From an optimization exercise on the open Yosys and OpenROAD flow, aimed at a short achievable clock period and few clock cycles; shortcuts taken in it are not production practice.
In this exercise RTL edits were held to simulation tests only and were not proved equivalent to the original.

## flow/run.sh

```bash
#!/bin/bash
set -euo pipefail
export SETUP_SLACK_MARGIN=8.5
bash standard.sh > standard.log 2>&1
```

## standard.sh

```bash
#!/bin/bash
# synth_recipe.tcl (not shown) runs the flow's synth.tcl, then flattens the netlist and writes it again
# the make line also repeats each setting of config.mk as NAME=value (left out here)
make -C /OpenROAD-flow-scripts/flow DESIGN_CONFIG=/design/flow/config.mk WORK_HOME=/design/flow/orfs CLKGATE_MAP_FILE= SYNTH_SCRIPT=/design/flow/synth_recipe.tcl "${@:-finish}"
```

## design.v

```verilog
module rpn_ram #(
	parameter int WIDTH = 32,
	parameter int DEPTH = 32,
	localparam int AW = (DEPTH > 1) ? $clog2(DEPTH) : 1
) (
	input  logic             clk,
	input  logic             arst_n,
	input  logic             we,
	input  logic [AW-1:0]    waddr,
	input  logic [WIDTH-1:0] wdata,
	input  logic [AW-1:0]    raddr0,
	output logic [WIDTH-1:0] rdata0,
	input  logic [AW-1:0]    raddr1,
	output logic [WIDTH-1:0] rdata1
);
	logic [WIDTH-1:0] mem_q [DEPTH];
	always_ff @(posedge clk or negedge arst_n) begin
		if (!arst_n) begin
			for (int i = 0; i < DEPTH; i++) mem_q[i] <= '0;
		end else if (we) begin
			mem_q[waddr] <= wdata;
		end
	end
	assign rdata0 = mem_q[raddr0];
	assign rdata1 = mem_q[raddr1];
endmodule
module rpn_front #(
	parameter int DEPTH = 16
) (
	input  logic        clk,
	input  logic        arst_n,
	input  logic        in_valid,
	output logic        in_ready,
	input  logic [2:0]  kind,
	input  logic [1:0]  op_code,
	input  logic [4:0]  var_index,
	input  logic [31:0] literal,
	output logic [1:0]  q_avail,   
	output logic [41:0] q_item0,   
	output logic [41:0] q_item1,
	input  logic [1:0]  q_pop      
);
	localparam int PW = $clog2(DEPTH);
	logic          acc_q;
	logic [41:0]   in_q;
	logic [41:0]   fifo_q [DEPTH];
	logic [PW:0]   wr_q, rd_q;
	logic [PW-1:0] rd1;
	logic [PW:0]   fill_q, fill_w;
	logic          ready_q;
	assign in_ready = ready_q;
	assign rd1      = rd_q[PW-1:0] + 1'b1;
	assign q_item0  = fifo_q[rd_q[PW-1:0]];
	assign q_item1  = fifo_q[rd1];
	assign q_avail  = (fill_q >= (PW+1)'(2)) ? 2'd2 : 2'(fill_q);
	assign fill_q = wr_q - rd_q;
	assign fill_w = fill_q + (PW+1)'(acc_q);
	always_ff @(posedge clk or negedge arst_n) begin
		if (!arst_n) begin
			acc_q   <= 1'b0;
			ready_q <= 1'b0;
			wr_q    <= '0;
			rd_q    <= '0;
		end else begin
			acc_q   <= in_valid && ready_q;
			ready_q <= (fill_w <= (PW+1)'(DEPTH - 2));
			if (acc_q) wr_q <= wr_q + 1'b1;
			rd_q <= rd_q + (PW+1)'(q_pop);
		end
	end
	always_ff @(posedge clk) begin
		in_q <= {kind, op_code, var_index, literal};
		if (acc_q) fifo_q[wr_q[PW-1:0]] <= in_q;
	end
endmodule
module rpn_div (
	input  logic        clk,
	input  logic        arst_n,
	input  logic [31:0] dividend0,   
	input  logic [31:0] divisor0,
	input  logic [31:0] dividend1,
	input  logic [31:0] divisor1,
	input  logic [31:0] dividend2,
	input  logic [31:0] divisor2,
	input  logic [1:0]  sel,         
	input  logic        start,       
	input  logic        take,        
	output logic        busy,        
	output logic        fin,
	output logic        dz,          
	output logic [31:0] result
);
	logic        busy_q;
	logic [31:0] ma_q [3], mb_q [3];
	logic [5:0]  la_q [3], lb_q [3];
	logic        ng_q [3], z_q [3];
	logic        neg_q;
	logic        dz_q;
	logic [31:0] r_q;         
	logic [32:0] rest_q;      
	logic [3:0]  nd_q;        
	logic [31:0] q_q;         
	logic [31:0] nq_q;        
	logic [34:0] mult_q [8];
	function automatic logic [5:0] blen(input logic [31:0] x);
		blen = 6'd0;
		for (int i = 0; i < 32; i++)
			if (x[i]) blen = 6'(i + 1);
	endfunction
	function automatic logic [31:0] mag(input logic [31:0] x);
		mag = x[31] ? (32'd0 - x) : x;
	endfunction
	logic [31:0] cand_a [3], cand_b [3];
	assign cand_a[0] = dividend0;
	assign cand_b[0] = divisor0;
	assign cand_a[1] = dividend1;
	assign cand_b[1] = divisor1;
	assign cand_a[2] = dividend2;
	assign cand_b[2] = divisor2;
	always_ff @(posedge clk) begin
		if (!busy_q) begin
			for (int c = 0; c < 3; c++) begin
				ma_q[c] <= mag(cand_a[c]);
				mb_q[c] <= mag(cand_b[c]);
				la_q[c] <= blen(mag(cand_a[c]));
				lb_q[c] <= blen(mag(cand_b[c]));
				ng_q[c] <= cand_a[c][31] ^ cand_b[c][31];
				z_q[c]  <= (cand_b[c] == 32'd0);
			end
		end
	end
	logic [31:0] ma, mb;
	logic [5:0]  la, lb;
	logic        sng, sz;
	logic [5:0]  n;
	logic [3:0]  nd;          
	logic [5:0]  sh;          
	logic        qzero;
	logic [34:0] b1;
	always_comb begin
		case (sel)
			2'd1:    begin ma = ma_q[1]; mb = mb_q[1]; la = la_q[1]; lb = lb_q[1]; sng = ng_q[1]; sz = z_q[1]; end
			2'd2:    begin ma = ma_q[2]; mb = mb_q[2]; la = la_q[2]; lb = lb_q[2]; sng = ng_q[2]; sz = z_q[2]; end
			default: begin ma = ma_q[0]; mb = mb_q[0]; la = la_q[0]; lb = lb_q[0]; sng = ng_q[0]; sz = z_q[0]; end
		endcase
	end
	assign b1    = {3'd0, mb};
	assign qzero = (la < lb);
	assign n     = la - lb + 6'd1;            
	logic [5:0] lsh;
	always_comb begin
		nd  = 4'd11;
		sh  = 6'd33;
		lsh = 6'd0;
		for (int i = 1; i <= 11; i++) begin
			if (n <= 6'(3 * i) && nd == 4'd11 && i < 11) begin
				nd  = 4'(i);
				sh  = 6'(3 * i);
				lsh = 6'(33 - 3 * i);
			end
		end
	end
	logic [34:0] x;
	logic [35:0] df [8];
	logic [7:1]  ge;
	logic [7:0]  oh;
	logic [2:0]  d;
	logic [31:0] r_new;
	logic [31:0] q_new, nq_new;
	assign x = {r_q, rest_q[32:30]};
	always_comb begin
		for (int j = 0; j < 8; j++)
			df[j] = {1'b0, x} - {1'b0, mult_q[j]};
		for (int j = 1; j < 8; j++)
			ge[j] = !df[j][35];
		oh[0] = !ge[1];
		for (int j = 1; j < 7; j++)
			oh[j] = ge[j] && !ge[j+1];
		oh[7] = ge[7];
		d = 3'd0;
		r_new = 32'd0;
		for (int j = 0; j < 8; j++) begin
			d     = d | (oh[j] ? 3'(j) : 3'd0);
			r_new = r_new | (oh[j] ? df[j][31:0] : 32'd0);
		end
	end
	assign q_new  = {q_q[28:0], d};
	assign nq_new = (d == 3'd0) ? {nq_q[28:0], 3'd0} : {~q_q[28:0], 3'(4'd8 - {1'b0, d})};
	assign busy   = busy_q;
	assign fin    = busy_q && (nd_q == 4'd0);
	assign dz     = dz_q;
	assign result = neg_q ? nq_q : q_q;
	always_ff @(posedge clk or negedge arst_n) begin
		if (!arst_n) begin
			busy_q <= 1'b0;
		end else if (!busy_q) begin
			busy_q <= start;
		end else if (fin && take) begin
			busy_q <= 1'b0;
		end
	end
	always_ff @(posedge clk) begin
		if (!busy_q) begin
			neg_q  <= sng;
			dz_q   <= sz;
			r_q    <= 32'({1'b0, ma} >> sh);
			rest_q <= {1'b0, ma} << lsh;
			nd_q   <= (qzero || sz) ? 4'd0 : nd;
			q_q    <= 32'd0;
			nq_q   <= 32'd0;
			mult_q[0] <= 35'd0;
			mult_q[1] <= b1;
			mult_q[2] <= b1 << 1;
			mult_q[3] <= b1 + (b1 << 1);
			mult_q[4] <= b1 << 2;
			mult_q[5] <= b1 + (b1 << 2);
			mult_q[6] <= (b1 << 1) + (b1 << 2);
			mult_q[7] <= (b1 << 3) - b1;
		end else if (nd_q != 4'd0) begin
			r_q    <= r_new;
			rest_q <= {rest_q[29:0], 3'd0};
			nd_q   <= nd_q - 4'd1;
			q_q    <= q_new;
			nq_q   <= nq_new;
		end
	end
endmodule
module rpn_mul_cs (
	input  logic [31:0] a,
	input  logic [31:0] b,
	output logic [31:0] ms_d,
	output logic [31:0] mc_d
);
	logic [31:0] mrow [17];
	always_comb begin
		logic [2:0]  bd;
		logic [31:0] y;
		logic        ng;
		logic [31:0] cor;
		cor = 32'd0;
		for (int i = 0; i < 16; i++) begin
			bd = {b[2*i+1], b[2*i], (i == 0) ? 1'b0 : b[2*i-1]};
			case (bd)
				3'b001, 3'b010: begin y = a;      ng = 1'b0; end
				3'b011:         begin y = a << 1; ng = 1'b0; end
				3'b100:         begin y = a << 1; ng = 1'b1; end
				3'b101, 3'b110: begin y = a;      ng = 1'b1; end
				default:        begin y = 32'd0;   ng = 1'b0; end
			endcase
			mrow[i] = (ng ? ~y : y) << (2 * i);
			cor[2*i] = ng;
		end
		mrow[16] = cor;
	end
	logic [31:0] cs_s [15];
	logic [31:0] cs_c [15];
	assign cs_s[0] = mrow[0] ^ mrow[1] ^ mrow[2];
	assign cs_c[0] = ((mrow[0] & mrow[1]) | (mrow[0] & mrow[2]) | (mrow[1] & mrow[2])) << 1;
	assign cs_s[1] = mrow[3] ^ mrow[4] ^ mrow[5];
	assign cs_c[1] = ((mrow[3] & mrow[4]) | (mrow[3] & mrow[5]) | (mrow[4] & mrow[5])) << 1;
	assign cs_s[2] = mrow[6] ^ mrow[7] ^ mrow[8];
	assign cs_c[2] = ((mrow[6] & mrow[7]) | (mrow[6] & mrow[8]) | (mrow[7] & mrow[8])) << 1;
	assign cs_s[3] = mrow[9] ^ mrow[10] ^ mrow[11];
	assign cs_c[3] = ((mrow[9] & mrow[10]) | (mrow[9] & mrow[11]) | (mrow[10] & mrow[11])) << 1;
	assign cs_s[4] = mrow[12] ^ mrow[13] ^ mrow[14];
	assign cs_c[4] = ((mrow[12] & mrow[13]) | (mrow[12] & mrow[14]) | (mrow[13] & mrow[14])) << 1;
	assign cs_s[5] = cs_s[0] ^ cs_c[0] ^ cs_s[1];
	assign cs_c[5] = ((cs_s[0] & cs_c[0]) | (cs_s[0] & cs_s[1]) | (cs_c[0] & cs_s[1])) << 1;
	assign cs_s[6] = cs_c[1] ^ cs_s[2] ^ cs_c[2];
	assign cs_c[6] = ((cs_c[1] & cs_s[2]) | (cs_c[1] & cs_c[2]) | (cs_s[2] & cs_c[2])) << 1;
	assign cs_s[7] = cs_s[3] ^ cs_c[3] ^ cs_s[4];
	assign cs_c[7] = ((cs_s[3] & cs_c[3]) | (cs_s[3] & cs_s[4]) | (cs_c[3] & cs_s[4])) << 1;
	assign cs_s[8] = cs_c[4] ^ mrow[15] ^ mrow[16];
	assign cs_c[8] = ((cs_c[4] & mrow[15]) | (cs_c[4] & mrow[16]) | (mrow[15] & mrow[16])) << 1;
	assign cs_s[9] = cs_s[5] ^ cs_c[5] ^ cs_s[6];
	assign cs_c[9] = ((cs_s[5] & cs_c[5]) | (cs_s[5] & cs_s[6]) | (cs_c[5] & cs_s[6])) << 1;
	assign cs_s[10] = cs_c[6] ^ cs_s[7] ^ cs_c[7];
	assign cs_c[10] = ((cs_c[6] & cs_s[7]) | (cs_c[6] & cs_c[7]) | (cs_s[7] & cs_c[7])) << 1;
	assign cs_s[11] = cs_s[9] ^ cs_c[9] ^ cs_s[10];
	assign cs_c[11] = ((cs_s[9] & cs_c[9]) | (cs_s[9] & cs_s[10]) | (cs_c[9] & cs_s[10])) << 1;
	assign cs_s[12] = cs_c[10] ^ cs_s[8] ^ cs_c[8];
	assign cs_c[12] = ((cs_c[10] & cs_s[8]) | (cs_c[10] & cs_c[8]) | (cs_s[8] & cs_c[8])) << 1;
	assign cs_s[13] = cs_s[11] ^ cs_c[11] ^ cs_s[12];
	assign cs_c[13] = ((cs_s[11] & cs_c[11]) | (cs_s[11] & cs_s[12]) | (cs_c[11] & cs_s[12])) << 1;
	assign cs_s[14] = cs_s[13] ^ cs_c[13] ^ cs_c[12];
	assign cs_c[14] = ((cs_s[13] & cs_c[13]) | (cs_s[13] & cs_c[12]) | (cs_c[13] & cs_c[12])) << 1;
	assign ms_d = cs_s[14];
	assign mc_d = cs_c[14];
endmodule
module rpn_exec (
	input  logic               clk,
	input  logic               arst_n,
	input  logic [1:0]         q_avail,
	input  logic [41:0]        q_item0,
	input  logic [41:0]        q_item1,
	output logic [1:0]         q_pop,
	output logic               out_valid,
	input  logic               out_ready,
	output logic               print_valid,
	output logic signed [31:0] print_value,
	output logic [2:0]         status
);
	localparam int SD = 16;
	localparam int OD = 16;
	localparam logic [2:0] ST_OK     = 3'd0;
	localparam logic [2:0] ST_UNDER  = 3'd1;
	localparam logic [2:0] ST_OVER   = 3'd2;
	localparam logic [2:0] ST_DIV0   = 3'd3;
	localparam logic [2:0] ST_NOTVAR = 3'd4;
	localparam int F_PUSH = 7, F_REF = 6, F_ADD = 5, F_SUB = 4, F_MUL = 3, F_DIV = 2, F_ASG = 1, F_PRT = 0;
	logic [31:0] sv_q [SD];      
	logic        sr_q [SD];      
	logic [4:0]  si_q [SD];      
	logic [4:0]  cnt_q;
	logic        e0, lt2, full, le14;
	assign e0   = (cnt_q == 5'd0);
	assign lt2  = (cnt_q < 5'd2);
	assign full = (cnt_q == 5'd16);
	assign le14 = (cnt_q <= 5'd14);
	logic        v0_q, v1_q;
	logic [7:0]  f0_q, f1_q;
	logic [4:0]  i0_q, i1_q;
	logic [31:0] x0_q, x1_q;     
	logic [31:0] x0v, x1v;       
	logic [31:0] var_rd0, var_rd1;
	logic        var_we;
	rpn_ram #(.WIDTH(32), .DEPTH(32)) u_vars (
		.clk    (clk),
		.arst_n (arst_n),
		.we     (var_we),
		.waddr  (si_q[1]),
		.wdata  (sv_q[0]),
		.raddr0 (i0_q),
		.rdata0 (var_rd0),
		.raddr1 (i1_q),
		.rdata1 (var_rd1)
	);
	assign x0v = w0_ref ? var_rd0 : x0_q;
	assign x1v = f1_q[F_REF] ? var_rd1 : x1_q;
	logic [1:0]  la_q, la_d;
	logic [31:0] ms_d [3], mc_d [3];
	logic [31:0] ms_q [3], mc_q [3];
	logic [31:0] mul_r;
	rpn_mul_cs u_mul0 (.a(sv_q[1]), .b(sv_q[0]), .ms_d(ms_d[0]), .mc_d(mc_d[0]));
	rpn_mul_cs u_mul1 (.a(sv_q[0]), .b(x0_q),    .ms_d(ms_d[1]), .mc_d(mc_d[1]));
	rpn_mul_cs u_mul2 (.a(x0_q),    .b(x1_q),    .ms_d(ms_d[2]), .mc_d(mc_d[2]));
	always_ff @(posedge clk) begin
		for (int i = 0; i < 3; i++) begin
			ms_q[i] <= ms_d[i];
			mc_q[i] <= mc_d[i];
		end
	end
	assign mul_r = (la_q == 2'd1) ? (ms_q[1] + mc_q[1]) :
	               (la_q == 2'd2) ? (ms_q[2] + mc_q[2]) : (ms_q[0] + mc_q[0]);
	logic        dv_start, dv_busy, dv_fin, dv_dz;
	logic [31:0] dv_res;
	logic        fire;
	rpn_div u_div (
		.clk      (clk),
		.arst_n   (arst_n),
		.dividend0 (sv_q[1]),
		.divisor0  (sv_q[0]),
		.dividend1 (sv_q[0]),
		.divisor1  (x0_q),
		.dividend2 (x0_q),
		.divisor2  (x1_q),
		.sel       (la_q),
		.start     (dv_start),
		.take     (fire),
		.busy     (dv_busy),
		.fin      (dv_fin),
		.dz       (dv_dz),
		.result   (dv_res)
	);
	logic        o_v_q, o_pv_q;
	logic [31:0] o_val_q;
	logic [2:0]  o_st_q;
	logic [35:0] oq_q [OD];
	logic [3:0]  owp_q, orp_q;
	logic [4:0]  ocnt_q, ocnt_d;
	logic        room_q;
	logic        hl;
	logic w0_push, w0_ref, w0_add, w0_sub, w0_mul, w0_div, w0_asg, w0_prt;
	logic w1_push, w1_add, w1_sub, w1_prt;
	logic op_ok, mul_go, div_go;
	logic fuse, fu_pp, fu_pa, fu_pr, fu_op;
	logic push_ok, pop1, pop2;
	logic r0_pv, r1_pv;
	logic [2:0] r0_st;
	logic [31:0] r0_val, r1_val;
	logic [1:0] k;
	assign {w0_push, w0_ref, w0_add, w0_sub, w0_mul, w0_div, w0_asg, w0_prt} = f0_q;
	assign w1_push = f1_q[F_PUSH];
	assign w1_add  = f1_q[F_ADD];
	assign w1_sub  = f1_q[F_SUB];
	assign w1_prt  = f1_q[F_PRT];
	assign op_ok    = !lt2;
	assign mul_go   = w0_mul && op_ok;
	assign div_go   = w0_div && op_ok;
	assign dv_start = v0_q && div_go && !dv_busy && (la_q != 2'd3);
	always_comb begin
		fire = 1'b0;
		if (v0_q && room_q) begin
			if (mul_go)      fire = (la_q != 2'd3);
			else if (div_go) fire = dv_fin;
			else             fire = 1'b1;
		end
	end
	assign fu_pp = w0_push && w1_push && le14;
	assign fu_pa = w0_push && !w0_ref && (w1_add || w1_sub) && !e0 && !full;
	assign fu_pr = w0_push && w1_prt && !full;
	assign fu_op = (((w0_add || w0_sub || w0_mul) && op_ok) || (div_go && !dv_dz)) && w1_push;
	assign fuse  = fire && v1_q && (fu_pp || fu_pa || fu_pr || fu_op);
	assign k     = fire ? (fuse ? 2'd2 : 2'd1) : 2'd0;
	always_comb begin
		if (!fire)                                          la_d = 2'd0;
		else if (!fuse && push_ok && !w0_ref)               la_d = 2'd1;
		else if (fuse && fu_pp && !w0_ref && !f1_q[F_REF])  la_d = 2'd2;
		else                                                la_d = 2'd3;
	end
	assign push_ok = w0_push && !full;
	assign pop1    = ((w0_add || w0_sub || w0_mul) && op_ok) || (div_go && !dv_dz) || (w0_prt && !e0);
	assign pop2    = w0_asg && op_ok && sr_q[1];
	assign var_we  = fire && pop2;
	always_comb begin
		r0_pv = 1'b0;
		r0_st = ST_OK;
		if (w0_push) begin
			if (full) r0_st = ST_OVER;
		end else if (w0_prt) begin
			if (e0) r0_st = ST_UNDER;
			else    r0_pv = 1'b1;
		end else if (w0_add || w0_sub || w0_mul || w0_div) begin
			if (lt2) r0_st = ST_UNDER;
			else if (w0_div && dv_dz) r0_st = ST_DIV0;
		end else if (w0_asg) begin
			if (lt2) r0_st = ST_UNDER;
			else if (!sr_q[1]) r0_st = ST_NOTVAR;
		end
		r0_val = r0_pv ? sv_q[0] : 32'd0;
		r1_pv  = w1_prt;
		r1_val = w1_prt ? x0v : 32'd0;
	end
	logic [1:0]  left;          
	logic [1:0]  take_n;
	logic [7:0]  qf0, qf1;
	function automatic logic [7:0] dec(input logic [41:0] it);
		logic [2:0] kd;
		logic [1:0] op;
		kd = it[41:39];
		op = it[38:37];
		dec = 8'd0;
		dec[F_PUSH] = (kd == 3'd2) || (kd == 3'd3);
		dec[F_REF]  = (kd == 3'd2);
		dec[F_ADD]  = (kd == 3'd1) && (op == 2'd0);
		dec[F_SUB]  = (kd == 3'd1) && (op == 2'd1);
		dec[F_MUL]  = (kd == 3'd1) && (op == 2'd2);
		dec[F_DIV]  = (kd == 3'd1) && (op == 2'd3);
		dec[F_ASG]  = (kd == 3'd0);
		dec[F_PRT]  = (kd == 3'd4);
	endfunction
	assign qf0 = dec(q_item0);
	assign qf1 = dec(q_item1);
	always_comb begin
		left = 2'(v0_q) + 2'(v1_q) - k;
		if (left == 2'd2) take_n = 2'd0;
		else if (left == 2'd1) take_n = (q_avail != 2'd0) ? 2'd1 : 2'd0;
		else take_n = q_avail;
	end
	assign q_pop = take_n;
	always_ff @(posedge clk or negedge arst_n) begin
		if (!arst_n) begin
			v0_q <= 1'b0;
			v1_q <= 1'b0;
		end else begin
			v0_q <= (left != 2'd0) || (take_n != 2'd0);
			v1_q <= (left == 2'd2) || (2'(left) + take_n >= 2'd2);
		end
	end
	always_ff @(posedge clk) begin
		if (left == 2'd2) begin
		end else if (left == 2'd1) begin
			if (k == 2'd1) begin
				f0_q <= f1_q;
				i0_q <= i1_q;
				x0_q <= x1_q;
			end
			f1_q <= qf0;
			i1_q <= q_item0[36:32];
			x1_q <= q_item0[31:0];
		end else begin
			f0_q <= qf0;
			i0_q <= q_item0[36:32];
			x0_q <= q_item0[31:0];
			f1_q <= qf1;
			i1_q <= q_item1[36:32];
			x1_q <= q_item1[31:0];
		end
	end
	always_ff @(posedge clk or negedge arst_n) begin
		if (!arst_n) begin
			la_q   <= 2'd3;
			cnt_q  <= 5'd0;
		end else begin
			la_q <= la_d;
			if (fire) begin
				if (fuse) begin
					if (fu_pp) cnt_q <= cnt_q + 5'd2;
				end else if (push_ok) cnt_q <= cnt_q + 5'd1;
				else if (pop1) cnt_q <= cnt_q - 5'd1;
				else if (pop2) cnt_q <= cnt_q - 5'd2;
			end
		end
	end
	assign hl     = (!o_v_q || out_ready) && (ocnt_q != 5'd0);
	assign ocnt_d = ocnt_q + 5'(k) - 5'(hl);
	always_ff @(posedge clk or negedge arst_n) begin
		if (!arst_n) begin
			o_v_q  <= 1'b0;
			owp_q  <= 4'd0;
			orp_q  <= 4'd0;
			ocnt_q <= 5'd0;
			room_q <= 1'b0;
		end else begin
			if (!o_v_q || out_ready) o_v_q <= (ocnt_q != 5'd0);
			if (hl) orp_q <= orp_q + 4'd1;
			owp_q  <= owp_q + 4'(k);
			ocnt_q <= ocnt_d;
			room_q <= (ocnt_d <= 5'(OD - 2));
		end
	end
	always_ff @(posedge clk) begin
		if (hl) {o_pv_q, o_val_q, o_st_q} <= oq_q[orp_q];
		if (k != 2'd0) oq_q[owp_q] <= {r0_pv, r0_val, r0_st};
		if (k == 2'd2) oq_q[owp_q + 4'd1] <= {r1_pv, r1_val, ST_OK};
	end
	assign out_valid   = o_v_q;
	assign print_valid = o_pv_q;
	assign print_value = o_val_q;
	assign status      = o_st_q;
	logic [31:0] top_val;
	logic [31:0] s0_pa;
	assign s0_pa = w1_add ? (sv_q[0] + x0_q) : (sv_q[0] - x0_q);
	always_comb begin
		if (w0_add)      top_val = sv_q[1] + sv_q[0];
		else if (w0_sub) top_val = sv_q[1] - sv_q[0];
		else if (w0_mul) top_val = mul_r;
		else             top_val = dv_res;
	end
	always_ff @(posedge clk) begin
		if (fire) begin
			if (fuse) begin
				if (fu_pp) begin
					sv_q[0] <= x1v;
					sr_q[0] <= f1_q[F_REF];
					si_q[0] <= i1_q;
					sv_q[1] <= x0v;
					sr_q[1] <= w0_ref;
					si_q[1] <= i0_q;
					for (int i = 2; i < SD; i++) begin
						sv_q[i] <= sv_q[i-2];
						sr_q[i] <= sr_q[i-2];
						si_q[i] <= si_q[i-2];
					end
				end else if (fu_pa) begin
					sv_q[0] <= s0_pa;
					sr_q[0] <= 1'b0;
				end else if (fu_op) begin
					sv_q[0] <= x1v;
					sr_q[0] <= f1_q[F_REF];
					si_q[0] <= i1_q;
					sv_q[1] <= top_val;
					sr_q[1] <= 1'b0;
				end
			end else if (push_ok) begin
				sv_q[0] <= x0v;
				sr_q[0] <= w0_ref;
				si_q[0] <= i0_q;
				for (int i = 1; i < SD; i++) begin
					sv_q[i] <= sv_q[i-1];
					sr_q[i] <= sr_q[i-1];
					si_q[i] <= si_q[i-1];
				end
			end else if (pop1) begin
				if (w0_prt) begin
					sv_q[0] <= sv_q[1];
					sr_q[0] <= sr_q[1];
					si_q[0] <= si_q[1];
				end else begin
					sv_q[0] <= top_val;
					sr_q[0] <= 1'b0;
				end
				for (int i = 1; i < SD - 1; i++) begin
					sv_q[i] <= sv_q[i+1];
					sr_q[i] <= sr_q[i+1];
					si_q[i] <= si_q[i+1];
				end
			end else if (pop2) begin
				for (int i = 0; i < SD - 2; i++) begin
					sv_q[i] <= (sr_q[i+2] && si_q[i+2] == si_q[1]) ? sv_q[0] : sv_q[i+2];
					sr_q[i] <= sr_q[i+2];
					si_q[i] <= si_q[i+2];
				end
			end
		end
	end
endmodule
module rpn_stack_evaluator (
	input  logic               clk,
	input  logic               arst_n,
	input  logic               in_valid,
	output logic               in_ready,
	input  logic [2:0]         kind,
	input  logic [1:0]         op_code,
	input  logic [4:0]         var_index,
	input  logic signed [31:0] literal,
	output logic               out_valid,
	input  logic               out_ready,
	output logic               print_valid,
	output logic signed [31:0] print_value,
	output logic [2:0]         status
);
	logic [1:0]  q_avail;
	logic [41:0] q_item0, q_item1;
	logic [1:0]  q_pop;
	rpn_front #(.DEPTH(16)) u_front (
		.clk       (clk),
		.arst_n    (arst_n),
		.in_valid  (in_valid),
		.in_ready  (in_ready),
		.kind      (kind),
		.op_code   (op_code),
		.var_index (var_index),
		.literal   (literal),
		.q_avail   (q_avail),
		.q_item0   (q_item0),
		.q_item1   (q_item1),
		.q_pop     (q_pop)
	);
	rpn_exec u_exec (
		.clk         (clk),
		.arst_n      (arst_n),
		.q_avail     (q_avail),
		.q_item0     (q_item0),
		.q_item1     (q_item1),
		.q_pop       (q_pop),
		.out_valid   (out_valid),
		.out_ready   (out_ready),
		.print_valid (print_valid),
		.print_value (print_value),
		.status      (status)
	);
endmodule
```

## constraint.sdc

```tcl
create_clock -name core_clock -period 13.0 [get_ports {clk}]
set_input_delay 2.6000 -clock core_clock [delete_from_list [all_inputs] [get_ports {clk}]]
set_output_delay 2.6000 -clock core_clock [all_outputs]
set_load 0.01 [all_outputs]
```

## config.mk

```make
export PLATFORM = sky130hd
export DESIGN_NAME = rpn_stack_evaluator
export DESIGN_NICKNAME = rpn_stack_evaluator
export VERILOG_FILES = /design/flow/design.v
export SDC_FILE = /design/flow/constraint.sdc
export NUM_CORES = 4
export LEC_CHECK = 0
export ABC_AREA = 0
export ABC_CLOCK_PERIOD_IN_PS = 3500
export CAP_MARGIN = 20
export CELL_PAD_IN_SITES_DETAIL_PLACEMENT = 1
export CELL_PAD_IN_SITES_GLOBAL_PLACEMENT = 1
export CORE_MARGIN = 2
export CORE_UTILIZATION = 35
export PLACE_DENSITY = 0.55
export SLEW_MARGIN = 20
```

==> impl_metrics.yaml <==
critical_path:
  rrSetupSlack_ns: 7.49
  r2r-start: "u_exec.sv_q[0][8]"
  worst_setup_path_start_kind: "register"
  worstPathRequired_ns: 13.96
  max_stage_delay_ns: 0.56
  critical_path_arrival_ns: 6.47
  critPathSlowestCell: "sky130_fd_sc_hd__fa_1"
  critical_register_to_register_path_endpoint: "u_exec.ms_q[1][31]"
  crit_path_end_kind: "register"
  worstPathCellList: "buf_6, buf_16, buf_16, buf_12, buf_4, a22oi_1, xnor2_2, fa_2, fa_2, fa_1, fa_1, inv_1, fa_2, xnor2_2, xnor2_1, xnor2_1, xnor2_1, xnor2_1, xnor2_1, xnor2_1, xnor2_1"
  r2r.worst_path.cells: 21
  setup.worst_path.class: "reg -> reg"
  critical-path-top-cell-by-count: "sky130_fd_sc_hd__xnor2_1"
  worstPathMaxFanout: 4
sta:
  clock.fmax_ghz: 0.182
  final_max_slew_viol_count: 0
  layout_setup_ws_ns: 7.49
  clock-skew-final_ns: 0.141
  finalSetupViolations: 0
  totalNegativeSetupSlack_ns: 0
  worst_slew_pin_slew_ns: 1.38
  period_minus_slack_ns: 5.51
  finalCritPeriodShare: 0.424
  timing_hold_violations_final: 0
  max_slew_margin: 0.0673
  rsz_0062_raised_after_global_routing: "yes"
placed_design:
  port_buffers: 83
  finalWeightedCongestion: 0.964
  hpwlAfterDp_um: 816000
  dp_worst_setup_slack_ns: 5.46
synthesis:
  number_of_enable_flip_flop_cells_after_synthesis: 2294
  post_synth_mux_area_share: 0.0854
  share_of_synthesized_cell_area_in_and_or_nand_and_nor_gates: 0.109
  yosysWarningCount: 31
  synth.top_cell.area_share: 0.280
  adder_and_majority_cell_fraction_of_the_synthesized_area: 0.0927
  syn-num-nets: 26800
  async_reset_ff_frac: 0.288
  synth_top_family_by_area: "compound AO/OA/AOI/OAI gates"
  synth_top_flop_cell: "sky130_fd_sc_hd__edfxtp_1"
  synth_top_cell_by_area: "sky130_fd_sc_hd__edfxtp_1"
  netlist-cell-type-count: 98
  post_synth_main_area_contributors: "sky130_fd_sc_hd__edfxtp_1, sky130_fd_sc_hd__dfrtp_1, sky130_fd_sc_hd__mux4_2"
  postSynthCellCount: 25300
  share_of_synthesized_area_occupied_by_flip_flops_and_latches: 0.414
  synth_xor_area_frac: 0.0519
  yosys_register_bits: 3686
  synth_compound_area_frac: 0.197
  syn_area_per_cell_um2: 9.74
  netlist_area_um2: 246000
die:
  floorplan.initialDensity: 0.351
  design.core.area_um2: 702000
  die-height_um: 843
  chipWidth_um: 843
  placement_rows: 308
  io_pins: 84
  fp.dieArea_um2: 710000
min_path:
  worst_hold_path.num_cells: 2
  worstHoldEndpoint: "u_exec.oq_q[12][2]"
  hold_start: "u_exec.oq_q[12][2]"
  hold_class: "reg -> reg"
clock_tree:
  cts-buffers-inserted: 445
  clockRootBuffer: "sky130_fd_sc_hd__clkbuf_16"
  cts_max_path_buffers: 4
  clock_latency_ns: 1.14
  cts.sinks: 3686
  clk_transition_reported_paths_ns: 0.06
  cts_tree: "built"
  ctsHtreeMaxLevel: 5
routing:
  wire_per_inst_um: 37.4
  routed_wire_length_um: 1320000
  drt.antenna.violating_nets: 0
  detail_route.vias_per_cell: 6.37
  detailedRoute.firstIterationViolations: 28900
  via_total_after_detailed_routing: 225000
  route.detailed.drc: 0
  drt_pre_antenna_iters: 7
global_route:
  grt_antenna_before_repair: 111
  globalRouteOverflowTotal: 0
  grt_first_pass_wirelength_um: 1790000
  vias_in_the_first_global_route: 219000
  largest_net_degree_at_the_start_of_global_routing: 242
  track_usage: 0.351
layout:
  final_net_count: 27100
  commonest_non_fill_non_tap_cells_in_the_layout: "sky130_fd_sc_hd__nand2_1, sky130_fd_sc_hd__o21ai_0, sky130_fd_sc_hd__edfxtp_1"
  fillers: 76500
  leading_cell_type_in_the_layout_fill_and_taps_excluded: "sky130_fd_sc_hd__nand2_1"
  area.growth.synth_to_final_pct: 21.2
  share_of_cells_above_drive_strength_1: 0.201
flow_run:
  max_cap_viols: 0
status:
  result_of_the_run: "no timing/DRC/antenna violations"
[state kept, by name, summed over array words and instances (netlist names), 33 cells and up]
name,cells
u_exec.u_div.mult_q,131
u_front.in_q,42
u_front.fifo_q,672
u_exec.u_div.ma_q,96
u_exec.sv_q,512
u_exec.u_vars.mem_q,1024
u_exec.si_q,80
u_exec.mc_q,81
u_exec.oq_q,576
u_exec.u_div.rest_q,33
u_exec.ms_q,96
[metrics by stage]
step	instances	utilization	hold WS, ns	instance area [um2]
2_1_floorplan	25300	-	0.420	247000
3_3_place_gp	33300	0.369	0.429	259000
3_5_place_dp	33300	0.369	0.446	259000
4_1_cts	34900	0.414	0.457	290000
5_1_grt	35300	0.425	0.479	298000
6_report	35300	0.425	0.456	298000
[worst max path at each step]
stage / start / endpoint / slack [ns]
6_report: u_exec.sv_q[0][8] / u_exec.ms_q[1][31] / 7.49
2_1_floorplan: u_exec.u_div.nd_q[0] / u_exec.cnt_q[4] / 2.98
5_1_grt: u_exec.x0_q[27] / u_exec.ms_q[1][31] / 7.34
3_3_place_gp: u_exec.sv_q[0][3] / u_exec.ms_q[0][31] / 5.46
3_5_place_dp: u_exec.sv_q[0][3] / u_exec.ms_q[0][31] / 5.46
4_1_cts: u_exec.sv_q[0][9] / u_exec.ms_q[0][31] / 7.64
[per-layer routing]
layer | global-route usage | vias to the layer above | wire [um] | part of all wire
li1 | - | 92600 | - | -
met3 | 0.0961 | 3505 | 138000 | 0.10
met1 | 0.461 | 116000 | 522000 | 0.40
met2 | 0.521 | 12600 | 564000 | 0.43
met4 | 0.203 | 62 | 96400 | 0.073
met5 | 0.000467 | - | 544 | 0.00041
[critical path: cells and delay by family, from the launching register on]
family          cells  cell delay [ns]
buf+inv             6             0.84
compound gates      1             0.26
xor+xnor            9             1.46
flops               1             0.45
fa+ha+maj           5             2.36
[Yosys cell counts (all sizes together), types with 300 or more instances]
cell type  count
nand2       3520
o21ai       2565
edfxtp      2294
clkbuf      1874
nor2        1765
a21oi       1460
a22oi       1185
inv         1095
dfrtp       1059
xnor2        878
ha           841
a211oi       692
fa           614
mux4         601
xor2         581
mux2i        509
dfxtp        331
a221oi       300
[cell families (layout without fill, tap and decap cells)]
group | after synthesis | after routing
AO/OA/AOI/OAI | 7641 | 7642
AND/OR/NAND/NOR | 6457 | 6471
flip-flops | 3686 | 3686
buffers and inverters | 3259 | 3897
XOR/XNOR | 1459 | 1461
adder cells (fa/ha/maj) | 1456 | 1456
multiplexers | 1324 | 1330
other | 0 | 58
[final cells by class]
cell class | count | area (um2) | area share
timing repair inverter | 3 | 26.3 | 0.0000880
inverter | 1106 | 4410 | 0.0148
timing repair buffer | 1964 | 22300 | 0.0748
multi-input combinational | 18400 | 143000 | 0.479
tap | 9300 | 11600 | 0.0390
sequential | 3686 | 102000 | 0.342
clock inverter | 212 | 2320 | 0.00779
antenna | 58 | 145 | 0.000486
clock buffer | 612 | 12400 | 0.0417
[what timing repair did]
item	in CTS	in global routing
endpoints found under the setup margin	2862	1620
cloned	116	34
resized for setup	1999	999
buffers inserted	645	340
endpoints found under the hold margin	0	0
hold buffers	0	0
pin swaps	466	527
Testbench counts, summed over its fixed seeds: cycles 41,463.

re-timing with driven ports:
How much do the figures lean on ideal ports? The routed layout below was timed once more, with nothing changed but the port constraints.
Step 1 (the two cells are an assumption about what drives the block):
set clk [get_ports {clk}]
set_driving_cell -lib_cell sky130_fd_sc_hd__clkbuf_16 $clk
set_driving_cell -lib_cell sky130_fd_sc_hd__buf_2 [delete_from_list [all_inputs] $clk]
Step 2 times the ports against the registers' clock, not the clock port: input delays grow and output delays shrink by t, the midpoint of the rising clock arrivals with the driver on.
a / b / c = ideal / step 1 / step 2; a / b = the first two.
t (ns): 1.202
setup slack, ns: 7.491 / 7.491 / 7.491
worst setup path at the end: register to register
latest minus earliest clock arrival (ns): 0.141 / 0.141
pins driven straight from the clock port: 1
After both steps setup and hold are still met in this run. The setup slack of this run moves by 0.000 ns with the drivers and by 0.000 ns with both steps.
